This is an optimization exercise on Yosys and OpenROAD, whose aim is small area, a short achievable clock period and few clock cycles, not a production implementation. Where RTL was checked, it was by simulation tests only, not by an equivalence proof against the original. No activity file was given, so power comes from the tool's default toggle rates.

## job 101
// laser_stripe_center_extract
module laser_stripe_center_extract (
  input  logic                clk,
  input  logic                rst_n,
  input  logic                in_push,
  output logic                in_full,
  input  logic [7:0]          in_pixel,
  input  logic                in_row_end,
  input  logic                in_frame_end,
  output logic                out_empty,
  input  logic                out_pop,
  output logic [lsce_pkg::ROW_W-1:0]    out_row_number,
  output logic                out_found,
  output logic [lsce_pkg::CENTRE_W-1:0] out_centre_q8,
  output logic                out_last,
  input  logic                cfg_valid,
  output logic                cfg_ready,
  input  logic [1:0]          cfg_index,
  input  logic [12:0]         cfg_data
);
Size in the first run: roughly 2200 cells after synthesis, ~67 I/O pins, roughly 22000 um^2 of cells after synthesis.
export LEC_CHECK = 0
export CAP_MARGIN = 20
export CORE_MARGIN = 2
export CORE_UTILIZATION = 40
export CTS_BUF_LIST = sky130_fd_sc_hd__clkbuf_8
export CTS_CLUSTER_DIAMETER = 70
export CTS_CLUSTER_SIZE = 12
export SETUP_SLACK_MARGIN = 4.65
export SLEW_MARGIN = 20
create_clock -name core_clock -period 8.0 [get_ports {clk}]
run.sh (not shown) runs the stock make flow with config.mk's settings and CLKGATE_MAP_FILE= SYNTH_SCRIPT=/design/flow/synth_recipe.tcl, a recipe that flattens the netlist after the stock synthesis.
Job 101 completed; timing, DRC and antenna clean
Testbench counts of job 101, summed over its fixed seeds: cycles 35,831.
What job 102 does differently from job 101 at the input level:
Settings: SETUP_SLACK_MARGIN: 4.65 -> 4.8.
Findings:
Comparing job 102 and job 101, the higher post-DP HPWL was measured on job 102.
In terms of number of instances in the placed design, job 101 and job 102 differ only marginally.
Status: final sequential cell count parity (job 102, job 101)
Row met3 wire length: job 102 higher / job 101 lower
Compared with job 101, job 102 instantiates a larger number of cells.
Ratio of final minimum period to clock period was lower in the run labelled job 101.
Between job 102 and job 101, it is job 102 whose post-synthesis to final-layout area growth is higher, by 2.3 points.
Number of diodes in job 102 is 1 lower than in job 101


Setup of v6:
Another version of the RTL of laser_stripe_center_extract (not shown whole).
Size: ~2,100 cells after synthesis, roughly 340 flip-flops, roughly 67 I/O pins, roughly 21,000 um^2 of cells after synthesis.
clock: 8.0 ns
lec_check: 0
cap_margin: 20
core_margin: 2
core_utilization: 40
setup_slack_margin: 4.2
slew_margin: 20
> inputs changed (v6 -> v7)
- changing SETUP_SLACK_MARGIN from 4.2 to 4.5
- changing CORE_UTILIZATION from 40 to 65
## What came out
- Compared with v6, v7 shows clock buffer count lower by about 11%.
- Run comparison: v7 uppermost layer routed met5; v6 uppermost layer routed met4
- Compared to v6, v7 has combinational power share 1.4 points higher.
- Summary of v7 over v6: starting DRC count in detailed routing went up, final core utilization went up.
Function was not checked in any run of this note: the RTL went through the layout flow alone.


Another version of the RTL of laser_stripe_center_extract (not shown whole).
For scale: about 2,100 cells after synthesis, ~67 I/O pins.
export LEC_CHECK = 0
export CAP_MARGIN = 20
export CORE_MARGIN = 2
export CORE_UTILIZATION = 40
export CTS_BUF_LIST = sky130_fd_sc_hd__clkbuf_8
export CTS_CLUSTER_DIAMETER = 70
export CTS_CLUSTER_SIZE = 12
export SETUP_SLACK_MARGIN = 4.5
export SLEW_MARGIN = 20
create_clock -name core_clock -period 8.0 [get_ports {clk}]
==> next run, changes <==
Settings changed: SETUP_SLACK_MARGIN 4.5 to 4.8.
Effect: Final area rose by a few percent. Clock-buffer cell count fell by 1. Critical path depth is unchanged. Global-route usage rose by 0.12 points. Power rose by a few percent. Clock skew fell by 0.012 ns. Register-to-register slack gains 0.14 ns. Worst hold slack barely changes. Fmax rose by a few percent.
No functional check of the RTL was part of any run of this note.


Starting RTL as in the previous note.
Settings: LEC_CHECK=0, CAP_MARGIN=20, CORE_MARGIN=2, CORE_UTILIZATION=40, CTS_BUF_LIST=sky130_fd_sc_hd__clkbuf_8, CTS_CLUSTER_DIAMETER=70, CTS_CLUSTER_SIZE=12, SETUP_SLACK_MARGIN=4.3, SLEW_MARGIN=20; clock period 8.0 ns.
Next try:
--- a/flow/config.mk
+++ b/flow/config.mk
@@ -12,4 +12,4 @@
 export CTS_CLUSTER_DIAMETER = 70
 export CTS_CLUSTER_SIZE = 12
-export SETUP_SLACK_MARGIN = 4.3
+export SETUP_SLACK_MARGIN = 4.65
 export SLEW_MARGIN = 20
Worst hold slack is about the same.
Clock skew increases by 4.2 ps.
Global-route usage increases by 0.36 points.
First-iteration DRC count decreases by 8.5%.
Sequential power barely changes.
Wire length increases by 3.8%.
Power increases by 0.77%.
Clock-buffer cell count decreases by 1.
Final area increases by 1.4%.
No functional check of the RTL was part of any run of this note.

## re-timing with driven ports
In the flow no input, the clock included, has a driving cell. The finished layouts below were timed again as built, in two steps. Step 1 sets driving cells, clkbuf_16 on the clock port and buf_2 on the other inputs (assumed; they add their load-dependent delay and slew). Step 2 also shifts input and output timing later by t, the mid clock arrival at the registers, as if the neighbouring blocks saw the same clock. Three values: no drivers, after step 1, after step 2; two values: the first two.
| run | shift t [ns] | setup WS [ns] | slew at the worst register clock pin (ns) |
|---|---|---|---|
| job 101 | 0.661 | 4.759 / 4.702 / 4.150 | 0.10 / 0.10 |
| job 102 | 0.648 | 4.678 / 4.678 / 4.282 | 0.10 / 0.10 |
| v6 | 0.616 | 4.327 / 4.327 / 3.811 | 0.06 / 0.06 |
| v7 | 0.575 | 4.275 / 4.275 / 4.137 | 0.06 / 0.06 |
| the first run of note 3 | 0.659 | 4.615 / 4.615 / 4.080 | 0.09 / 0.09 |
| the second run of note 3 | 0.643 | 4.754 / 4.754 / 4.309 | 0.09 / 0.09 |
| the first run of note 4 | 0.643 | 4.492 / 4.492 / 3.983 | 0.09 / 0.09 |
| the second run of note 4 | 0.643 | 4.678 / 4.678 / 4.185 | 0.09 / 0.09 |
After both steps every run listed still meets setup and hold. The setup slack of job 101, which loses most, moves by -0.057 ns with the drivers and by -0.609 ns with both steps.
